Source: an optimization exercise on an open RTL-to-GDS flow (aim: small area). Production flows keep margins and buffers that such runs may drop. Only simulation tests tie the RTL to the original design; equivalence was not proved. Power is estimated from default activity; no workload was simulated.

**flow/run.sh**
```bash
#!/bin/bash
# synth_recipe.tcl (not shown) runs the flow's synth.tcl, then flattens the netlist and writes it again
# the make line also repeats each setting of config.mk as NAME=value (left out here)
make -C /OpenROAD-flow-scripts/flow DESIGN_CONFIG=/design/flow/config.mk WORK_HOME=/design/flow/orfs CLKGATE_MAP_FILE= SYNTH_SCRIPT=/design/flow/synth_recipe.tcl finish
```
**flow/config.mk**
```make
export PLATFORM = sky130hd
export DESIGN_NAME = cva6_rvfi_trace_fifo
export DESIGN_NICKNAME = cva6_rvfi_trace_fifo
export VERILOG_FILES = /design/flow/design.v
export SDC_FILE = /design/flow/constraint.sdc
export NUM_CORES = 4
export LEC_CHECK = 0
export CAP_MARGIN = 20
export CORE_MARGIN = 2
export CORE_UTILIZATION = 65
export SLEW_MARGIN = 20
```
**flow/constraint.sdc**
```tcl
create_clock -name core_clock -period 6.0 [get_ports {clk_i}]
set_input_delay 1.2000 -clock core_clock [delete_from_list [all_inputs] [get_ports {clk_i}]]
set_output_delay 1.2000 -clock core_clock [all_outputs]
set_load 0.01 [all_outputs]
```
**flow/design.v**
```verilog
module cva6_rvfi_trace_fifo #(
    parameter  int unsigned NrCommitPorts = 2,
    parameter  int unsigned RecordWidth   = 256,
    parameter  int unsigned Depth         = 8,
    parameter  int unsigned DropCntWidth  = 16,
    localparam int unsigned PortW         = (NrCommitPorts > 1) ? $clog2(NrCommitPorts) : 1,
    localparam int unsigned LevelW        = $clog2(Depth) + 1
) (
    input  logic                                 clk_i,
    input  logic                                 rst_i,
    input  logic [NrCommitPorts-1:0]             commit_valid_i,
    input  logic [NrCommitPorts*RecordWidth-1:0] commit_record_i,
    input  logic                                 clear_i,
    output logic                                 trace_valid_o,
    input  logic                                 trace_ready_i,
    output logic [RecordWidth-1:0]               trace_record_o,
    output logic [63:0]                          trace_order_o,
    output logic [PortW-1:0]                     trace_port_o,
    output logic [LevelW-1:0]                    level_o,
    output logic                                 overflow_o,
    output logic [DropCntWidth-1:0]              drop_cnt_o
);
    localparam int unsigned PtrW = $clog2(Depth);
    logic [RecordWidth-1:0]  mem_rec   [Depth];
    logic [63:0]             mem_order [Depth];
    logic                    mem_port  [Depth];
    logic [PtrW-1:0]         wr_ptr_q;
    logic [PtrW-1:0]         rd_ptr_q;
    logic [LevelW-1:0]       level_q;
    logic [63:0]             order_cnt_q;
    logic                    overflow_q;
    logic [DropCntWidth-1:0] drop_cnt_q;
    logic                    popped_q;    
    logic [Depth-1:0]        disp_sel_q;  
    logic                    v0, v1;
    logic [1:0]              n_valid;
    logic                    push, drop, pop;
    logic [LevelW-1:0]       free_slots;
    logic [DropCntWidth-1:0] drop_base;
    logic [DropCntWidth:0]   drop_sum;
    assign v0      = commit_valid_i[0];
    assign v1      = commit_valid_i[1];
    assign n_valid = {v0 & v1, v0 ^ v1};
    assign free_slots = LevelW'(Depth) - level_q;
    assign push       = (n_valid != '0) && (free_slots >= LevelW'(n_valid));
    assign drop       = (n_valid != '0) && !(free_slots >= LevelW'(n_valid));
    assign pop        = trace_valid_o && trace_ready_i;
    assign drop_base  = clear_i ? '0 : drop_cnt_q;
    assign drop_sum   = {1'b0, drop_base} + (DropCntWidth + 1)'(n_valid);
    logic                    wr_odd;
    logic                    even_sel0, odd_sel0;
    logic [RecordWidth-1:0]  even_rec, odd_rec;
    assign wr_odd    = wr_ptr_q[0];
    assign even_sel0 = !wr_odd && v0;
    assign odd_sel0  =  wr_odd && v0;
    assign even_rec  = even_sel0 ? commit_record_i[0 +: RecordWidth]
                                 : commit_record_i[RecordWidth +: RecordWidth];
    assign odd_rec   = odd_sel0  ? commit_record_i[0 +: RecordWidth]
                                 : commit_record_i[RecordWidth +: RecordWidth];
    logic [63:0]             order_p1, even_order, odd_order;
    assign order_p1   = order_cnt_q + 64'd1;
    assign even_order = wr_odd ? order_p1 : order_cnt_q;
    assign odd_order  = wr_odd ? order_cnt_q : order_p1;
    logic [PtrW-1:0]         wr_ptr_p1;
    logic [Depth-1:0]        we;
    assign wr_ptr_p1 = wr_ptr_q + PtrW'(1);
    always_comb begin
        for (int s = 0; s < Depth; s++) begin
            we[s] = push && ((PtrW'(s) == wr_ptr_q) ||
                             (n_valid[1] && (PtrW'(s) == wr_ptr_p1)));
        end
    end
    logic [PtrW-1:0]         wr_ptr_d, rd_ptr_d;
    logic [LevelW-1:0]       level_d;
    logic                    popped_d;
    logic [PtrW-1:0]         disp_ptr_d;
    logic [Depth-1:0]        disp_sel_d;
    always_comb begin
        wr_ptr_d = push ? wr_ptr_q + PtrW'(n_valid) : wr_ptr_q;
        rd_ptr_d = pop  ? rd_ptr_q + PtrW'(1)       : rd_ptr_q;
        level_d  = level_q + (push ? LevelW'(n_valid) : '0) - LevelW'(pop);
        popped_d = popped_q || pop;
        disp_ptr_d = (level_d != '0) ? rd_ptr_d : (rd_ptr_d - PtrW'(1));
        for (int s = 0; s < Depth; s++) begin
            disp_sel_d[s] = ((level_d != '0) || popped_d) && (PtrW'(s) == disp_ptr_d);
        end
    end
    always_ff @(posedge clk_i) begin
        if (rst_i) begin
            wr_ptr_q    <= '0;
            rd_ptr_q    <= '0;
            level_q     <= '0;
            order_cnt_q <= '0;
            overflow_q  <= 1'b0;
            drop_cnt_q  <= '0;
            popped_q    <= 1'b0;
            disp_sel_q  <= '0;
        end else begin
            wr_ptr_q   <= wr_ptr_d;
            rd_ptr_q   <= rd_ptr_d;
            level_q    <= level_d;
            popped_q   <= popped_d;
            disp_sel_q <= disp_sel_d;
            order_cnt_q <= order_cnt_q + 64'(n_valid);
            if (drop) begin
                overflow_q <= 1'b1;
                drop_cnt_q <= drop_sum[DropCntWidth] ? '1 : drop_sum[DropCntWidth-1:0];
            end else if (clear_i) begin
                overflow_q <= 1'b0;
                drop_cnt_q <= '0;
            end
        end
    end
    for (genvar s = 0; s < Depth; s++) begin : g_slot
        always_ff @(posedge clk_i) begin
            if (we[s] && !rst_i) begin
                if (s % 2 == 0) begin
                    mem_rec[s]   <= even_rec;
                    mem_order[s] <= even_order;
                    mem_port[s]  <= !even_sel0;
                end else begin
                    mem_rec[s]   <= odd_rec;
                    mem_order[s] <= odd_order;
                    mem_port[s]  <= !odd_sel0;
                end
            end
        end
    end
    logic [RecordWidth-1:0]  out_rec;
    logic [63:0]             out_order;
    logic                    out_port;
    always_comb begin
        out_rec   = '0;
        out_order = '0;
        out_port  = 1'b0;
        for (int s = 0; s < Depth; s++) begin
            out_rec   = out_rec   | ({RecordWidth{disp_sel_q[s]}} & mem_rec[s]);
            out_order = out_order | ({64{disp_sel_q[s]}} & mem_order[s]);
            out_port  = out_port  | (disp_sel_q[s] & mem_port[s]);
        end
    end
    assign trace_valid_o  = (level_q != '0);
    assign trace_record_o = out_rec;
    assign trace_order_o  = out_order;
    assign trace_port_o   = PortW'(out_port);
    assign level_o        = level_q;
    assign overflow_o     = overflow_q;
    assign drop_cnt_o     = drop_cnt_q;
endmodule
```
==> results of run 1 <==
==> power groups by stage <==
stage	sequential (µW)	clock, µW	combinational (µW)
floorplan	24100	0	5800
global placement	24100	0	12600
detailed placement	24100	0	12700
CTS	23800	16200	12800
global route	23900	16900	13300
finish	23800	16100	12900
==> cell type report <==
| cell class | count | area [µm²] | area share |
|---|---|---|---|
| clock buffer | 342 | 7281 | 0.05877 |
| sequential | 2668 | 79150 | 0.6389 |
| antenna | 20 | 50.05 | 0.0004040 |
| inverter | 34 | 140.1 | 0.001131 |
| timing repair buffer | 1017 | 10910 | 0.08807 |
| multi-input combinational | 2916 | 22690 | 0.1832 |
| clock inverter | 123 | 1071 | 0.008645 |
| tap | 2072 | 2592 | 0.02093 |
==> worst register-to-register path, cell delays in order, from the launching register on <==
cell and delay, ns:
dfxtp_1 0.36, inv_1 0.11, ha_1 0.25, a21boi_1 0.55, ha_1 0.36, inv_1 0.06
ha_1 0.17, inv_1 0.07, fa_1 0.57, nand2b_1 0.09, a2111oi_0 0.69, o21ai_0 0.29
xnor2_1 0.25, nor3b_1 0.21
==> stage by stage <==
stage,worst slack (ns),instance area (µm²)
2_1_floorplan,-4.491,103600
3_3_place_gp,0.5018,115500
3_5_place_dp,0.5070,115500
4_1_cts,1.198,123800
5_1_grt,1.048,123900
6_report,1.132,123900
==> path summary, 6_finish.rpt <==
check	startpoint	end	cells after the start	slack, ns
hold reg to reg	drop_cnt_q[12]	drop_cnt_q[12]	2	0.51
setup reg to reg	level_q[0]	disp_sel_q[2]	13	1.91
hold / removal	drop_cnt_q[12]	drop_cnt_q[12]	2	0.51
setup / recovery	disp_sel_q[2]	trace_record_o[245]	5	1.13
==> logic make-up (layout without fill, tap and decap cells) <==
logic type / count (synthesis) / after routing / share of synthesized area
adder cells (fa/ha/maj): 25 / 25 / 0.003314
AND/OR/NAND/NOR: 807 / 807 / 0.04399
buffers and inverters: 457 / 1516 / 0.01714
AO/OA/AOI/OAI: 1382 / 1382 / 0.09877
other: 0 / 20 / 0
multiplexers: 522 / 522 / 0.05673
flip-flops: 2668 / 2668 / 0.7648
XOR/XNOR: 180 / 180 / 0.01524
==> flip-flops by register name, indices dropped and copies added, names as in the netlist <==
name	cells
level_q	4
order_cnt_q	64
popped_q	1
rd_ptr_q	3
disp_sel_q	8
mem_port	8
wr_ptr_q	3
drop_cnt_q	16
mem_rec	2048
mem_order	512
overflow_q	1
==> routing by layer <==
metal  up-vias  track usage  wire, µm
li1      26650            -         -
met4        50       0.1572     14180
met3       663      0.08093     32700
met2      4241       0.5637    141700
met5         -            0       322
met1     32620       0.5053    111600
==> Yosys cell counts (18+ instances only) <==
cell | number | share of area
edfxtp_1 | 2568 | 0.75
a22oi_1 | 1286 | 0.093
mux2_2 | 514 | 0.056
nand4_1 | 387 | 0.023
clkbuf_1 | 384 | 0.014
nor2_1 | 140 | 0.0051
dfxtp_1 | 100 | 0.019
xor2_1 | 99 | 0.0084
xnor2_1 | 81 | 0.0069
nand2_1 | 68 | 0.0025
nor3_1 | 53 | 0.0026
nand3_1 | 46 | 0.0022
a21oi_1 | 45 | 0.0022
inv_1 | 34 | 0.0012
o21ai_0 | 22 | 0.0011
ha_1 | 21 | 0.0025
or3_1 | 20 | 0.0012
buf_2 | 19 | 0.00092
nor4_1 | 18 | 0.0011
==> reports/results.env, run 1 <==
POWER_LEAKAGE_uW=0.03912
HOLD_SLACK_NS=0.5051
DETAIL_ROUTE.FIRST_PASS.ITERATIONS=6
DRCVIOLATIONCOUNT=0
POST_SYNTH.CELL_AREA_AVG_UM2=17.12
ROUTABILITYCONGESTION=0.9005
MAX-VDD-IR-DROP_uV=364.0
CLKPWRFRAC=0.305
CORE_AREA_UM2=158200
CRIT_PATH_CELL_TRACE='buf_12 -> buf_12 -> a22oi_1 -> nand4_1 -> clkdlybuf4s50_1'
CRITICAL-PATH-SLOWEST-CELL='dfxtp_4'
PLACE.DETAILED.INSTANCES=8707
RSZ0062_AT_GRT='no'
VIA_COUNT=64230
TIMING.CRITICAL_PATH.BUF_INV=3
SYN-CELL-AREA_UM2=103400
INTERNAL_POWER_uW=37500
FINALPOWER_uW=52760
DRTANTENNAVIOLNETS=0
FIN_CRIT_PERIOD_NS=4.868
FIRST_ITER_VIOLATIONS=8057
CLKTRANSATPATHREGS_NS=0.06
CP.ARRIVAL_NS=3.67
CRITICAL_PATH.MAX_FANOUT=50
HOLD_PATH_CLASS='flop to flop'
FP-ROW-COUNT=146
MAX_FREQ_MHz=205.4
CRITPATHCAPTURETYPE='output pin'
AREA.GROWTH.SYNTH_TO_FINAL_PCT=19.76
TIMING_WORST_SLEW_PIN_VALUE_NS=1.173
HOLDBUFCOUNTCTS=0
POST_DRT_VIA_CELL_RATIO=6.988
FINAL_MAX_SLEW_VIOL_COUNT=0
SYN_NETS=6584
INITIAL_UTILIZATION=0.6539
DESIGN.FINAL.NETS=7457
POWER.SHARE.SEQUENTIAL=0.451
CRIT_TYPE='flop to output pin'
CP_SLOWEST_STAGE_DELAY_NS=1.07
MAX_SLEW_MARGIN=0.2183
GRT_PASS1_WL_MM=432.1
GRTUSAGETOTAL=0.3640
SEQ_AREA_FRAC_SYNTH=0.7648
PIN_COUNT_OF_THE_BIGGEST_NET_ENTERING_GLOBAL_ROUTING=92
ASYNC_FLOP_SHARE=0
WORST_SKEW_PAIR.LATE_LATENCY_NS=0.89
LAYOUT.CELLS.NON_FILLER=9192
IO_PINS=861
SETUP_VIOL=0
H-TREE-DEPTH=5
WORST_CLOCK_SKEW_NS=0.03090
NETSWITCHINGPOWER_uW=15260
DIE_AREA_UM2=162400
GR-TOTAL-OVERFLOW=0
POST-CTS-SETUP-BUFFERS=0
FINALHOLDVIOLCOUNT=0
WL_PER_CELL_UM=32.68
FINAL.SETUP.TNS_NS=0
DIEWIDTH_UM=402.9
LAYOUT_COMMONEST_CELL='edfxtp_1'
POWERDENSITY_nW_PER_UM2=425.9
CRIT_REQUIRED_NS=4.80
CRITPATHMOSTFREQUENTCELL='buf_12'
OUTCOME='timing/DRC/antenna clean'
LAYOUT.FILLER_CELLS=8756
CTS_BUFFERS=277
COMBINATIONALPOWERSHARE=0.244
POSTSYNTHREGISTERBITS=2668
CLOCK_TREE.ROOT_CELL='clkbuf_16'
SYNTH_ENABLE_FLOP_CELLS=2568
POST_CTS_RESIZED=0
VIA_COUNT_OF_THE_FIRST_GLOBAL_ROUTING_PASS=63030
TRITONCTS='yes'
ANTENNA_FOUND_INITIAL=48
HPWL_MM=184.9
FINALCOREUTILIZATION=0.7831
MAXCAPVIOLCOUNT=0
CRITICAL_PATH.STARTPOINT_TYPE='flop'
CLK_PATH_BUF_DEPTH=4
CELL_VARIETY_AFTER_SYNTH=59
DIEHEIGHT_UM=402.9
IO_BUFFER_COUNT=860
YOSYSWARNINGCOUNT=4
CLOCK_SINK_COUNT=2668
DRIVE_ABOVE_1_SHARE=0.1500
CRIT_FAMILY='buffers and inverters'
SYNTH_CELLS=6041
LAYOUT_COMMON_CELLS='edfxtp_1, a22oi_1, clkdlybuf4s50_1, mux2_2, nand4_1'
YS_DOMINANT_REG_CELL='edfxtp_1'
P_SW_FRAC=0.2892
POST-ROUTE-PERIOD-UTIL=0.8114
DRT-TOTAL-WL_MM=300.4
==> run 2, diff against run 1 <==
==> flow/flow/run.sh (new file) <==
#!/bin/bash
# The standard ORFS layout (standard.sh) with three changes:
#  - synthesis: the standard synthesis script, but ABC maps the logic
#    between registers with its area mapper (flow/synth_amap.tcl, flow/amap.script);
#    registers, their names and cell types are unchanged
#  - ports are buffered with sky130_fd_sc_hd__buf_1 instead of the tool's default pick
#  - clock tree: clkbuf_8 only, sink clusters of at most 16 sinks and 50 um, no dummy loads
# make's full output goes to run_make.log; each ORFS step logs under orfs/logs/.
set -euo pipefail
W=$(pwd)
CTS="-sink_clustering_enable -repair_clock_nets -dont_use_dummy_load -sink_clustering_size 16 -sink_clustering_max_diameter 50 -buf_list {sky130_fd_sc_hd__clkbuf_8}"
bash standard.sh \
  "SYNTH_SCRIPT=$W/flow/synth_amap.tcl" \
  "BUFFER_PORTS_ARGS=-buffer_cell sky130_fd_sc_hd__buf_1" \
  "CTS_ARGS=$CTS" \
  finish > run_make.log 2>&1
==> flow/flow/amap.script (new file) <==
strash
dch -f
amap
topo
==> flow/flow/synth_amap.tcl (new file) <==
# The standard synthesis script (synth_recipe.tcl), except that ABC maps the
# logic between registers with its area mapper (amap.script beside this file).
# Registers, their names and cell types are those of the standard synthesis:
# everything up to and including flip-flop mapping is unchanged.
proc synth {args} { yosys synth -nofsm -noshare {*}$args }
set ::amap_script [file join [file dirname [file normalize [info script]]] amap.script]
proc abc {args} {
  set i [lsearch -exact $args -script]
  if { $i >= 0 } { lset args [expr {$i + 1}] $::amap_script }
  yosys abc {*}$args
}
source $::env(SCRIPTS_DIR)/synth.tcl
# left out here: clear keep_hierarchy, flatten, clean up, hide names made inside functions, write 1_2_yosys.v
==> flow/standard.sh (new file) <==
#!/bin/bash
# synth_recipe.tcl (not shown) runs the flow's synth.tcl, then flattens the netlist and writes it again
# the make line also repeats each setting of config.mk as NAME=value (left out here)
make -C /OpenROAD-flow-scripts/flow DESIGN_CONFIG=/design/flow/config.mk WORK_HOME=/design/flow/orfs CLKGATE_MAP_FILE= SYNTH_SCRIPT=/design/flow/synth_recipe.tcl "${@:-finish}"
removed: flow/run.sh
==> reports/results.env, run 2 <==
HOLD_SLACK_NS=0.4932
SYN_NETS=6193
RR_ENDPOINT='disp_sel_q[2]'
HPWL_MM=170.4
SIMPLE_GATE_PORTION_OF_THE_SYNTHESIZED_AREA=0.05464
CELL_VARIETY_AFTER_SYNTH=32
DIEHEIGHT_UM=395.3
SYNTH_FA_HA_AREA_FRAC=0.003445
DRCVIOLATIONCOUNT=0
CTS_BUFFERS=204
WHS_PATH_DEPTH=1
MAX_SLEW_MARGIN=0.2040
SYNTH_CELLS=5650
YOSYSWARNINGCOUNT=4
WHS_ENDPOINT='order_cnt_q[62]'
VIA_COUNT=65040
H-TREE-DEPTH=4
HOLDBUFCOUNTCTS=0
RSZ0062_AT_GRT='no'
SYNTH_ENABLE_FLOP_CELLS=2568
GRT_BUSIEST_LAYER='met2'
POST-ROUTE-PERIOD-UTIL=0.7750
CP-STARTPOINT='disp_sel_q[0]'
CLOCK_SINK_COUNT=2668
FINAL.SETUP.TNS_NS=0
CLK_PATH_BUF_DEPTH=3
SYNTH.MUX.AREA_FRACTION=0
TIMING_WORST_SLEW_PIN_VALUE_NS=1.194
MET1_USAGE=0.5155
WORST_SKEW_PAIR.LATE_LATENCY_NS=0.98
MAX_FREQ_MHz=215.1
YS_DOMINANT_REG_CELL='edfxtp_1'
YOSYSMOSTFREQUENTCELL='edfxtp_1'
ROUTABILITYCONGESTION=0.9645
FINALHOLDVIOLCOUNT=0
CORE_AREA_UM2=151900
GRTUSAGETOTAL=0.3704
DIEWIDTH_UM=395.3
FINALCOREUTILIZATION=0.7255
GR-TOTAL-OVERFLOW=0
IO_PINS=861
LAYOUT.FILLER_CELLS=9764
CRITPATHCAPTURETYPE='output pin'
CLKTRANSATPATHREGS_NS=0.10
WL_PER_CELL_UM=32.94
CRIT_REQUIRED_NS=4.80
FIRST_ITER_VIOLATIONS=10510
CRIT_FAMILY='flip-flops'
CLOCK_TREE.ROOT_CELL='clkbuf_8'
CRIT_PATH_CELL_TRACE='buf_12 -> a222oi_1 -> nand3_1 -> buf_1'
SYNTH_XOR_XNOR_AREA_SHARE=0.00008801
DESIGN.FINAL.NETS=7388
TIMING.CRITICAL_PATH.BUF_INV=2
SEQ_AREA_FRAC_SYNTH=0.7950
CRITICAL-PATH-SLOWEST-CELL='dfxtp_4'
GRT_PASS1_WL_MM=425.5
TOP_REGS='mem_rec: 2048 flops, mem_order: 512 flops, order_cnt_q: 64 flops'
POST_CTS_RESIZED=0
CRIT_TYPE='flop to output pin'
R2R_CELLS=17
FP-ROW-COUNT=143
POST-SYNTH-TOP-AREA-FRACTION=0.7749
SYN-CELL-AREA_UM2=99510
HOLD_PATH_CLASS='flop to flop'
TOP_REGISTER='mem_rec'
POST-CTS-SETUP-BUFFERS=0
FINAL_MAX_SLEW_VIOL_COUNT=0
CRITICAL_PATH.STARTPOINT_TYPE='flop'
POWERDENSITY_nW_PER_UM2=408.1
DIE_AREA_UM2=156200
CP.ARRIVAL_NS=3.45
POST_SYNTH_MAIN_AREA_CONTRIBUTORS='edfxtp_1, a222oi_1, o22a_1'
SETUP_VIOL=0
HOLD_START='order_cnt_q[62]'
DRIVE_ABOVE_1_SHARE=0.05202
DRTANTENNAVIOLNETS=0
OUTCOME='timing/DRC/antenna clean'
FIN_CRIT_PERIOD_NS=4.650
POST_DRT_VIA_CELL_RATIO=7.277
AREA.GROWTH.SYNTH_TO_FINAL_PCT=10.74
ANTENNA_FOUND_INITIAL=79
MAX-VDD-IR-DROP_uV=317.6
SYNTH.LARGEST_AREA_CELL='edfxtp_1'
INITIAL_UTILIZATION=0.6551
VIA_COUNT_OF_THE_FIRST_GLOBAL_ROUTING_PASS=63610
LARGEST_REG_FLOPS=2048
R2R_SETUP_SLACK_NS=1.71
DETAIL_ROUTE.FIRST_PASS.ITERATIONS=14
LAYOUT_COMMONEST_CELL='edfxtp_1'
AREA_FRACTION_IN_COMPOUND_GATES_AFTER_SYNTHESIS=0.1405
GROUTE.LAYER.MET3.USAGE=0.08304
LAYOUT_COMMON_CELLS='edfxtp_1, buf_1, a222oi_1, o22a_1, nand2_1'
CRITICAL_PATH.MAX_FANOUT=68
POST_SYNTH.CELL_AREA_AVG_UM2=17.61
DOMINANT_COMBINATIONAL_CELL_FAMILY_BY_AREA_AFTER_SYNTHESIS='compound AO/OA/AOI/OAI gates'
CP_SLOWEST_STAGE_DELAY_NS=1.07
DRT-TOTAL-WL_MM=294.4
POSTSYNTHREGISTERBITS=2668
MAXCAPVIOLCOUNT=0
IO_BUFFER_COUNT=860
YOSYS-TOP-CELLS-COUNT='edfxtp_1, a222oi_1, o22a_1, nand2_1, nor2_1'
LAYOUT.CELLS.NON_FILLER=8938
TRITONCTS='yes'
ASYNC_FLOP_SHARE=0
POWER_LEAKAGE_uW=0.03296
PLACE.DETAILED.INSTANCES=8669
PIN_COUNT_OF_THE_BIGGEST_NET_ENTERING_GLOBAL_ROUTING=140
CRIT-REG2REG-LAUNCH='level_q[0]'
USE_MET2=0.5626
WORST_CLOCK_SKEW_NS=0.1077
run 2: metrics by stage:
step	power (µW)	cell area [µm²]	worst slack (ns)
finish	44970	110200	1.350
global route	46380	110200	1.062
CTS	44830	110000	1.294
detailed placement	36810	107200	0.4868
global placement	36600	107200	0.6046
floorplan	31420	99620	-4.693
run 2: cell type report:
cell class	instances	area (µm²)	share of cell area
diodes	65	162.7	0.001476
clock buffers	204	2808	0.02548
inverters	167	668.1	0.006063
multi-input cells	2815	19850	0.1801
flip-flops and latches	2668	79150	0.7182
well taps	2030	2540	0.02305
repair buffers	989	5026	0.04561
run 2: layer usage:
metal	vias up	share of wire
met5	-	0.0010
met4	46	0.049
met3	622	0.12
met2	4714	0.46
met1	32530	0.36
li1	27130	-
run 2: worst register-to-register path, stage by stage (launching register included):
cell	delay, ns
dfxtp_1	0.37
clkinv_1	0.13
ha_1	0.31
ha_1	0.28
o21a_1	0.11
nor4_1	0.05
nor2_1	0.33
clkinv_1	0.26
nor2b_1	0.18
ha_1	0.20
clkinv_1	0.09
fa_1	0.44
o21ai_0	0.23
nand4_1	0.25
o22ai_1	0.34
clkinv_1	0.14
or3_1	0.43
nor2_1	0.11
run 2: kinds of logic after synthesis:
kind of cell             after synthesis
adder cells (fa/ha/maj)               25
flip-flops                          2668
XOR/XNOR                               1
AO/OA/AOI/OAI                       1619
AND/OR/NAND/NOR                     1170
buffers and inverters                167
run 2: how the worst max path moves through the flow:
stage | cells past startpoint | to | slack [ns]
after global routing | 20 | disp_sel_q[0] | 1.06
final | 4 | trace_order_o[26] | 1.35
after CTS | 5 | trace_record_o[191] | 1.29
after global placement | 15 | drop_cnt_q[6] | 0.60
after detailed placement | 15 | drop_cnt_q[6] | 0.49
after floorplan | 4 | mem_rec[1][0] | -4.69
run 2: where the power goes:
part / switching [µW] / internal [µW]
sequential: 815 / 23400
clock: 5340 / 3020
combinational: 9000 / 3350
total: 15200 / 29800
==> run 3, diff against run 2 <==
--- a/flow/config.mk
+++ b/flow/config.mk
@@ -7,5 +7,5 @@
 export LEC_CHECK = 0
 export CAP_MARGIN = 20
 export CORE_MARGIN = 2
-export CORE_UTILIZATION = 65
+export CORE_UTILIZATION = 75
 export SLEW_MARGIN = 20
==> reports/results.env, run 3 <==
DIEWIDTH_UM=368.3
POST_SYNTH.CELL_AREA_AVG_UM2=17.61
CRITICAL_PATH.STARTPOINT_TYPE='flop'
AREA.GROWTH.SYNTH_TO_FINAL_PCT=10.18
SEQ_AREA_FRAC_SYNTH=0.7950
FINAL_MAX_SLEW_VIOL_COUNT=0
LAYOUT_COMMON_CELLS='edfxtp_1, buf_1, a222oi_1, o22a_1, nand2_1'
FIN_CRIT_PERIOD_NS=4.605
MAX_SLEW_MARGIN=0.2327
CP_SLOWEST_STAGE_DELAY_NS=0.97
H-TREE-DEPTH=4
FINALPOWER_uW=44710
CLKTRANSATPATHREGS_NS=0.10
SYNTH_ENABLE_FLOP_CELLS=2568
SETUP_VIOL=0
WL_PER_CELL_UM=33.17
SYN_NETS=6193
CELL_VARIETY_AFTER_SYNTH=32
FIRST_ITER_VIOLATIONS=13230
CRIT_PATH_CELL_TRACE='buf_4 -> a222oi_1 -> nand4_1 -> buf_1'
CRIT_FAMILY='flip-flops'
PLACE_WS_NS=0.5944
HOLD_PATH_CLASS='flop to flop'
POST_DRT_VIA_CELL_RATIO=7.714
GR-TOTAL-OVERFLOW=0
CRITICAL-PATH-SLOWEST-CELL='dfxtp_4'
POSTSYNTHREGISTERBITS=2668
LARGEST_REG_FLOPS=2048
GRT_BUSIEST_LAYER='met2'
IO_PINS=861
CLOCK_SINK_COUNT=2668
GRT_PASS1_WL_MM=415.0
POST_SYNTH_MAIN_AREA_CONTRIBUTORS='edfxtp_1, a222oi_1, o22a_1'
POST-CTS-SETUP-BUFFERS=0
WORST_SKEW_PAIR.LATE_LATENCY_NS=0.99
TOP_REGISTER='mem_rec'
TIMING.CRITICAL_PATH.BUF_INV=2
ANTENNA_FOUND_INITIAL=74
POSTLAYOUTSETUPSLACKWORST_NS=1.395
CLOCK_TREE.ROOT_CELL='clkbuf_8'
USE_MET2=0.6390
CORE_AREA_UM2=131600
HOLDBUFCOUNTCTS=0
DIEHEIGHT_UM=368.3
HPWL_MM=170.1
CRIT_REQUIRED_NS=4.80
POWER_LEAKAGE_uW=0.03289
SYN-CELL-AREA_UM2=99510
ROUTABILITYCONGESTION=0.9689
SYNTH_CELLS=5650
MAX_FREQ_MHz=217.1
TRITONCTS='yes'
DRCVIOLATIONCOUNT=0
CRIT_TYPE='flop to output pin'
FINALHOLDVIOLCOUNT=0
YOSYS-TOP-CELLS-COUNT='edfxtp_1, a222oi_1, o22a_1, nand2_1, nor2_1'
PIN_COUNT_OF_THE_BIGGEST_NET_ENTERING_GLOBAL_ROUTING=133
POWERDENSITY_nW_PER_UM2=407.8
IO_BUFFER_COUNT=860
MET1_USAGE=0.5665
DIE_AREA_UM2=135600
LAYOUT.FILLER_CELLS=6515
ASYNC_FLOP_SHARE=0
OUTCOME='timing/DRC/antenna clean'
POST-SYNTH-TOP-AREA-FRACTION=0.7749
VIA_COUNT_OF_THE_FIRST_GLOBAL_ROUTING_PASS=65150
POST_CTS_RESIZED=0
CLK_PATH_BUF_DEPTH=3
YS_DOMINANT_REG_CELL='edfxtp_1'
YOSYSWARNINGCOUNT=4
FP-ROW-COUNT=133
LAYOUT_COMMONEST_CELL='edfxtp_1'
DETAIL_ROUTE.FIRST_PASS.ITERATIONS=13
VIA_COUNT=66720
RSZ0062_AT_GRT='no'
DESIGN.FINAL.NETS=7380
TOP_REGS='mem_rec: 2048 flops, mem_order: 512 flops, order_cnt_q: 64 flops'
POST-ROUTE-PERIOD-UTIL=0.7675
CTS_BUFFERS=198
TIMING_WORST_SLEW_PIN_VALUE_NS=1.151
MAX-VDD-IR-DROP_uV=587.8
GRTUSAGETOTAL=0.4169
MAXCAPVIOLCOUNT=0
FINAL.SETUP.TNS_NS=0
DRIVE_ABOVE_1_SHARE=0.05091
FINALCOREUTILIZATION=0.8330
DRTANTENNAVIOLNETS=0
DRT-TOTAL-WL_MM=286.9
CRITICAL_PATH.MAX_FANOUT=53
SYNTH.LARGEST_AREA_CELL='edfxtp_1'
R2R_SETUP_SLACK_NS=1.74
CP.ARRIVAL_NS=3.41
GROUTE.LAYER.MET3.USAGE=0.1001
CRITPATHCAPTURETYPE='output pin'
WORST_CLOCK_SKEW_NS=0.08013
INITIAL_UTILIZATION=0.7560
YOSYSMOSTFREQUENTCELL='edfxtp_1'
-- run 3: cell count changes in the layout (fill, tap and decap cells not counted), sizes merged --
cell	delta
diode	-6
clkbuf	-6
buf	-2
-- run 3: cell type report --
cell class	instances	area, µm²	area share
diodes	59	147.6	0.001347
clock buffers	198	2725	0.02485
inverters	167	668.1	0.006094
multi-input cells	2815	19850	0.1810
flip-flops and latches	2668	79150	0.7219
well taps	1755	2196	0.02003
repair buffers	987	4911	0.04479
-- run 3: power breakdown --
part	switching [µW]	total, µW	internal (µW)
sequential	802	24200	23400
clock	5240	8190	2940
combinational	8970	12300	3320
total	15000	44700	29700
-- run 3: per-layer routing --
layer,up-vias,part of all wire
li1,27130,-
met1,32250,0.33
met2,6439,0.47
met3,861,0.15
met4,36,0.057
met5,-,0.00074
-- run 3: worst paths after layout --
path              startpoint                 to  cells after the start
max reg2reg       level_q[0]      disp_sel_q[1]                     19
min reg2reg  order_cnt_q[62]    order_cnt_q[62]                      1
min          order_cnt_q[62]    order_cnt_q[62]                      1
max            disp_sel_q[7]  trace_order_o[29]                      4
-- run 3: cells by family (layout without fill, tap and decap cells) --
kind of cell             after synthesis  in the layout  synth area share
AO/OA/AOI/OAI                       1619           1619            0.1405
XOR/XNOR                               1              1        0.00008803
adder cells (fa/ha/maj)               25             25          0.003445
buffers and inverters                167           1352          0.006299
flip-flops                          2668           2668            0.7950
other                                  0             59                 0
AND/OR/NAND/NOR                     1170           1170           0.05464
-- run 3: worst register-to-register path, cell delays in order, from the launching register on --
cell      delay (ns)
dfxtp_1         0.37
clkinv_1        0.14
ha_1            0.32
ha_1            0.28
o21a_1          0.12
nor4_1          0.06
nor2_1          0.30
clkinv_1        0.23
nor2b_1         0.16
ha_1            0.19
clkinv_1        0.09
fa_1            0.43
o21ai_0         0.26
nand4_1         0.26
clkinv_1        0.14
a21oi_1         0.07
a31oi_1         0.24
clkinv_1        0.12
or2_0           0.26
nor2_1          0.11
-- run 3: stage by stage --
step / instances / area, µm² / hold WS (ns)
final: 8649 / 109600 / 0.4884
after global routing: 8644 / 109600 / 0.5032
after CTS: 8590 / 109500 / 0.4815
after detailed placement: 8392 / 106800 / 0.4717
after global placement: 8392 / 106800 / 0.4590
after floorplan: 5650 / 99620 / 0.4419

[separate check: timing with driven ports]
In the flow no input, the clock included, has a driving cell. The finished layouts below were timed again as built, in two steps. Step 1: set_driving_cell puts a clkbuf_16 on clk_i and a buf_2 on each other input, an assumption about the parent block. Step 2 moves the port delays by t, midway between the first and last clock arrival at a register: inputs arrive t later, outputs are due t later. That takes back most of the time a late clock gives input paths. a / b / c = no drivers / after step 1 / after step 2; a / b = the first two.
run | t, ns | setup slack, ns | worst register clock-pin slew, ns
run 1 | 0.966 | 1.132 / 1.039 / 0.386 | 0.07 / 0.07
run 2 | 1.016 | 1.350 / 1.264 / 0.413 | 0.11 / 0.11
run 3 | 1.034 | 1.395 / 1.304 / 0.517 | 0.11 / 0.11
After both steps every run listed still meets setup and hold. The setup slack of run 2, which loses most, moves by -0.086 ns with the drivers and by -0.937 ns with both steps.
